Source: an optimization exercise on an open RTL-to-GDS flow (aim: small area and a short achievable clock period). Production flows keep margins and buffers that such runs may drop.
Where RTL was checked, it was by simulation tests only, not by an equivalence proof against the original.
Power is estimated from default activity; no workload was simulated.

== run A ==
Design dmem_responder, start of the top module:
module dmem_responder #(
    parameter int ADDR_W  = 6,
    parameter int LATENCY = 2
) (
    input  logic        clk,
    input  logic        rst,
    input  logic        memreq,
    input  logic        memwrite,
    input  logic [31:0] dataadr,
    input  logic [31:0] writedata,
    output logic [31:0] readdata,
    output logic        ready,
    output logic        busy,
    output logic        err
);
Size in the first run: roughly 3800 cells after synthesis, ~100 I/O pins, about 59000 um^2 of cells after synthesis.
clock: 5.0 ns
lec_check: 0
cap_margin: 20
core_margin: 2
core_utilization: 40
cts_cluster_diameter: 60
cts_cluster_size: 30
setup_slack_margin: 2.6
slew_margin: 20
run.sh (not shown) runs the stock make flow with config.mk's settings and CLKGATE_MAP_FILE= SYNTH_SCRIPT=/design/flow/synth_recipe.tcl, a recipe that flattens the netlist after the stock synthesis.
--- input diff run A..run B ---
Settings: swapping 2.6 for 2.9 in SETUP_SLACK_MARGIN.
Results
- Every run in the comparison, run B and run A, completed the flow with a clean layout.
- [compare] base=run A new=run B: number of antenna violations at the first check in global routing climbed 4; net count of the finished layout climbed 73.
- In the tables for run B and run A, final-layout clock buffer total reads higher with run B.
- Against run A, final worst slack in run B came out better.
- Looking at post-route standard cell area excluding fillers, run B sits about 5% higher than run A does.
- Compared with run A, in run B power share of the sequential group dropped 0.6 points, internal power has increased, routed length on met3 now sits higher.
Relative to run B, the following input files were edited for run C:
Settings: clearing CTS_CLUSTER_DIAMETER, which used to be 60; swapping 2.9 for 2.6 in SETUP_SLACK_MARGIN; clearing CTS_CLUSTER_SIZE, which used to be 30.
Diff run B -> run C: clock-buffer cell count saw an increase, clock power grew by about 28%, proportion of cell area spent on the clock network moved up, leakage power summed over all cells now larger, final cycle utilization of the critical path grew by 1.0 points.
Setup slack: run C less than run B
Sort run B and run C by total clock buffers created by CTS asc -> top: run B
Routed wire length in run C is about 10% below run B.
The post-route non-filler standard cell count in run C sits 69 above the value recorded for run B.
For run C, the critical path's slowest cell was mux2_4, unlike run B, where it was edfxtp_1.
For run D, these inputs were changed with respect to run C:
Settings: CTS_CLUSTER_SIZE newly set to 30; SETUP_SLACK_MARGIN changed from 2.6 to 3.2; CTS_CLUSTER_DIAMETER newly set to 60.
## What came out
- No stage failed in run C, and the final checks on the layout all came back clean.
- Run D finished end to end and its layout was clean on timing, DRC and antenna.
- The multi-input gate share of total cell area of run D exceeds that of run C by 1.6 points.
- Changes observed in run D relative to run C: total detailed-routing wirelength +8.5%, inverter count of the layout excluding clock inverters ~0 delta, non-clock buffer contribution to total cell area +3.4 points.
Function was not checked in any run of this note: the RTL went through the layout flow alone.

* * *

job 101:
dmem_responder, a different RTL version from the one above (not shown whole).
Size: roughly 4100 cells after synthesis, roughly 2300 flip-flops, roughly 100 I/O pins, about 57000 um^2 of cells after synthesis.
clock: 5.0 ns
lec_check: 0
cap_margin: 20
core_margin: 2
core_utilization: 70
cts_cluster_diameter: 80
cts_cluster_size: 30
place_density: 0.8
setup_slack_margin: 2.85
slew_margin: 20
Job 101 did not stop at any stage, and its layout met the timing, DRC and antenna checks.
Input-level comparison between job 102 and job 101:
- a change of PLACE_DENSITY from 0.8 to 0.75
- a change of CORE_UTILIZATION from 70 to 65
==> comparison <==
Per the final summary, job 102 finished and its layout is clean on timing, DRC and antenna. Lower clock power goes to job 101 over job 102. Between job 101 and job 102, the sum of internal, switching and leakage power does not differ in any meaningful way. Global-route track usage on met2 is lower on job 102. The run showing the greater number of setup buffers added after CTS is job 101. Cell area after placement delta (job 102 -> job 101): insignificant. Job 102 vs. job 101: fmax decreased by about 1.2% relative to the old numbers; maximum single-stage delay on the critical path closely matched the old numbers. Between job 102 and job 101, it is job 102 whose utilization after layout is lower, by 5.3 points. Initial antenna violation count: job 102 < job 101. Summary of job 102 over job 101: detailed placer's ending HPWL now larger, multi-input combinational cell count flat.
Function was not checked in any run of this note: the RTL went through the layout flow alone.

* * *

== old ==
The RTL this note starts from:
==> flow/design.v <==
module dmem_responder #(
    parameter int ADDR_W  = 6,
    parameter int LATENCY = 2
) (
    input  logic        clk,
    input  logic        rst,
    input  logic        memreq,
    input  logic        memwrite,
    input  logic [31:0] dataadr,
    input  logic [31:0] writedata,
    output logic [31:0] readdata,
    output logic        ready,
    output logic        busy,
    output logic        err
);
    localparam int NR = 16;      
    logic busy_q, s1_q, s2_q, rdy_q, err_q;
    logic [31:0] rd_q;
    logic wr_q, mis_q;
    logic [5:0] idx_q;
    logic [31:0] wd_q;
    logic accept;
    assign accept = !busy_q && memreq;
    always_ff @(posedge clk) begin
        if (rst) begin
            busy_q <= 1'b0;
            s1_q <= 1'b0;
            s2_q <= 1'b0;
            rdy_q <= 1'b0;
        end else begin
            busy_q <= accept || s1_q || s2_q;
            s1_q <= accept;
            s2_q <= s1_q;
            rdy_q <= s2_q;
        end
    end
    logic [5:0] idx_n;
    assign idx_n = busy_q ? idx_q : dataadr[7:2];
    always_ff @(posedge clk) begin
        if (!busy_q) begin
            wr_q <= memwrite;
            mis_q <= |dataadr[1:0];
            wd_q <= writedata;
        end
        idx_q <= idx_n;
    end
    logic unused_adr;
    assign unused_adr = ^dataadr[31:8];
    logic [1:0] ph, ph_n;
    assign ph_n = ph + 2'd1;
    always_ff @(posedge clk) ph <= ph_n;
    logic commit;
    assign commit = rdy_q && wr_q && !mis_q && !rst;
    logic [31:0] wbuf;
    logic [5:0] widx;
    logic [1:0] wpos, ipos_q;
    logic pend;
    logic inj_q;                 
    logic [NR-1:0] rinj_q;       
    logic [NR-1:0] keep_q;       
    logic pend_n, inj_n;
    logic [5:0] widx_n;
    assign pend_n = commit || (pend && !inj_q);
    assign widx_n = commit ? idx_q : widx;
    assign inj_n = pend_n && (commit ? ipos_q : wpos) == 2'd2;
    always_ff @(posedge clk) begin
        pend <= pend_n;
        if (commit) wbuf <= wd_q;
        widx <= widx_n;
        wpos <= 2'((commit ? ipos_q : wpos) + 2'd1);
        inj_q <= inj_n;
        for (int r = 0; r < NR; r++) begin
            rinj_q[r] <= inj_n && widx_n[5:2] == 4'(r);
            keep_q[r] <= !(inj_n && widx_n[5:2] == 4'(r));
        end
    end
    logic [NR-1:0][31:0] p0, p1, p2, p3;
    always_ff @(posedge clk) begin
        for (int r = 0; r < NR; r++) begin
            p0[r] <= ({32{rinj_q[r]}} & wbuf) | ({32{keep_q[r]}} & p3[r]);
            p1[r] <= p0[r];
            p2[r] <= p1[r];
            p3[r] <= p2[r];
        end
    end
    logic [1:0] pos_n;
    assign pos_n = 2'(idx_n[1:0] + ph_n);
    logic [2*NR-1:0] seln_q;     
    always_ff @(posedge clk) begin
        ipos_q <= pos_n;
        for (int r = 0; r < NR; r++) begin
            seln_q[2*r] <= !(idx_n[5:2] == 4'(r) && pos_n == 2'd0);
            seln_q[2*r+1] <= !(idx_n[5:2] == 4'(r) && pos_n == 2'd2);
        end
    end
    logic [31:0] tapv, hold_q;
    always_comb begin
        tapv = '1;
        for (int r = 0; r < NR; r++)
            tapv = tapv & ({32{seln_q[2*r]}} | p0[r]) & ({32{seln_q[2*r+1]}} | p2[r]);
    end
    logic use_w_q, use_t_q, use_h_q;
    logic fwd;
    assign fwd = widx == idx_q;
    always_ff @(posedge clk) begin
        use_w_q <= !rst && s1_q && !mis_q && fwd;
        use_t_q <= !rst && s1_q && !mis_q && !fwd && ipos_q[0];
        use_h_q <= !rst && s1_q && !mis_q && !fwd && !ipos_q[0];
        hold_q <= tapv;
        err_q <= !rst && s2_q && mis_q;
        if (rst)
            rd_q <= '0;
        else
            rd_q <= ({32{use_w_q}} & wbuf) | ({32{use_t_q}} & tapv) | ({32{use_h_q}} & hold_q);
    end
    assign ready = rdy_q;
    assign busy = busy_q;
    assign err = err_q;
    assign readdata = rd_q;
endmodule
Settings: LEC_CHECK=0, CAP_MARGIN=20, CORE_MARGIN=2, CORE_UTILIZATION=65, CTS_BUF_LIST=sky130_fd_sc_hd__clkbuf_8 sky130_fd_sc_hd__clkbuf_16, CTS_CLUSTER_DIAMETER=60, CTS_CLUSTER_SIZE=20, PLACE_DENSITY=0.75, SETUP_SLACK_MARGIN=2.8, SLEW_MARGIN=20; clock period 5.0 ns.
Inputs modified between old and new:
Settings: CTS_BUF_LIST: sky130_fd_sc_hd__clkbuf_8 sky130_fd_sc_hd__clkbuf_16 -> unset; CTS_CLUSTER_SIZE: 20 -> 30; CORE_UTILIZATION: 65 -> 40; PLACE_DENSITY: 0.75 -> unset.
==> comparison <==
Stage delay of the slowest cell on the critical path essentially unchanged between new and old. NOTE: share of power burned in the clock network in new exceeds that of old. Diff old and new: final instance area higher in new. The detail-routed net length per standard cell in new sits about 9% below the value recorded for old. Going from old to new, global routing usage summed across all routing layers shrinks by 14 points. old -> new: non-clock buffer count increased by a few percent. Relative to old, count of clock buffers in the final design has increased by 13 in new. On design internal power: new sits above old. There was hardly any difference in final layout net count between new and old. Compared to old, new has layout-stage area growth over the synthesis result 3.3 points higher. Routability congestion estimate from global placement: new < old.

* * *

dmem_responder, a different RTL version from the one above (not shown whole).
For scale: roughly 4200 cells after synthesis, roughly 100 I/O pins, roughly 58000 um^2 of cells after synthesis.
// dmem_responder
module dmem_responder #(
    parameter int ADDR_W  = 6,
    parameter int LATENCY = 2
) (
    input  logic        clk,
    input  logic        rst,
    input  logic        memreq,
    input  logic        memwrite,
    input  logic [31:0] dataadr,
    input  logic [31:0] writedata,
    output logic [31:0] readdata,
    output logic        ready,
    output logic        busy,
    output logic        err
);
    localparam int NR = 16;      
    logic busy_q, s1_q, s2_q, rdy_q, err_q;
    logic [31:0] rd_q;
    logic wr_q, mis_q;
    logic [5:0] idx_q;
    logic [31:0] wd_q;
    logic accept;
    assign accept = !busy_q && memreq;
    always_ff @(posedge clk) begin
        if (rst) begin
            busy_q <= 1'b0;
            s1_q <= 1'b0;
            s2_q <= 1'b0;
            rdy_q <= 1'b0;
        end else begin
            busy_q <= accept || s1_q || s2_q;
            s1_q <= accept;
            s2_q <= s1_q;
            rdy_q <= s2_q;
        end
    end
    logic [5:0] idx_n;
    assign idx_n = busy_q ? idx_q : dataadr[7:2];
    always_ff @(posedge clk) begin
        if (!busy_q) begin
            wr_q <= memwrite;
            mis_q <= |dataadr[1:0];
            wd_q <= writedata;
        end
        idx_q <= idx_n;
    end
    logic unused_adr;
    assign unused_adr = ^dataadr[31:8];
    logic [1:0] ph, ph_n;
    assign ph_n = ph + 2'd1;
    always_ff @(posedge clk) ph <= ph_n;
    logic [31:0] wbuf;
    logic [5:0] widx;
    logic [1:0] wpos, ipos_q;
    logic pend;
    logic inj_q;                 
    logic [NR-1:0] rinj_q;       
    logic [NR-1:0] keep_q;       
    logic inj, inj_n;
    logic [3:0] ring_n;
    assign inj = inj_q && pend;
  ...
Settings: LEC_CHECK=0, CAP_MARGIN=20, CORE_MARGIN=2, CORE_UTILIZATION=65, CTS_CLUSTER_DIAMETER=80, CTS_CLUSTER_SIZE=30, PLACE_DENSITY=0.75, SETUP_SLACK_MARGIN=3.0, SLEW_MARGIN=20; clock period 5.0 ns.
Change:
- CORE_UTILIZATION: 65 -> 75
- PLACE_DENSITY: 0.75 -> 0.85
- SETUP_SLACK_MARGIN: 3.0 -> 2.85
After rerunning:
- The new run finished with timing, DRC and antenna clean
- setup slack is better by 0.14 ns
- total power climbs by 0.45%
- synthesized area stays the same
- core utilization goes up by 9.8 points
- worst hold slack is worse by 0.015 ns
- design area came out lower by 1.0%
- flip-flop and latch count does not change
- clock-buffer cell count is higher by 3
Change:
- ABC_CLOCK_PERIOD_IN_PS: unset -> 2000
- CORE_UTILIZATION: 75 -> 65
- PLACE_DENSITY: 0.85 -> 0.75
After rerunning: Design area barely changes. Routed wire length came out lower by 4.5%. Cell count rises by 1.9%. Worst setup slack is better by 0.065 ns. Combinational power fell by about 7%. Die area rose by about 15%. Sequential share of layout area barely changes. Clock power decreases by about 1%. Global-route usage decreases by 7.8 points. Via count fell by about 5.6%. Non-clock buffer count fell by 18.

-- what the ideal ports hide --
No port has a modelled driver above. Below, the same layouts with a new extraction and two added sets of constraints.
Step 1, drivers: a clkbuf_16 drives clk and a buf_2 each remaining input, both assumed.
Step 2 times the ports against the registers' clock, not the clock port: input delays grow and output delays shrink by t, the midpoint of the rising clock arrivals with the driver on.
a / b / c = ideal / step 1 / step 2; a / b = the first two.
run | t, ns | setup slack, ns | worst hold slack (ns)
run A | 0.849 | 2.630 / 2.575 / 1.983 | 0.319 / 0.319 / 0.319
run B | 0.841 | 2.643 / 2.603 / 1.911 | 0.314 / 0.314 / 0.314
run C | 0.869 | 2.591 / 2.588 / 1.771 | 0.312 / 0.312 / 0.312
run D | 0.835 | 2.700 / 2.617 / 1.984 | 0.315 / 0.315 / 0.315
job 101 | 0.750 | 2.807 / 2.740 / 2.177 | 0.329 / 0.329 / 0.329
job 102 | 0.746 | 2.780 / 2.744 / 2.280 | 0.323 / 0.323 / 0.323
old | 0.824 | 2.727 / 2.653 / 1.965 | 0.310 / 0.310 / 0.310
new | 0.843 | 2.683 / 2.609 / 1.928 | 0.307 / 0.307 / 0.307
the first run of note 4 | 0.746 | 2.535 / 2.535 / 2.277 | 0.322 / 0.322 / 0.322
the second run of note 4 | 0.760 | 2.677 / 2.607 / 2.192 | 0.307 / 0.307 / 0.307
the third run of note 4 | 0.746 | 2.742 / 2.671 / 2.185 | 0.317 / 0.317 / 0.317
After both steps every run listed still meets setup and hold. The setup slack of run C, which loses most, moves by -0.003 ns with the drivers and by -0.820 ns with both steps.
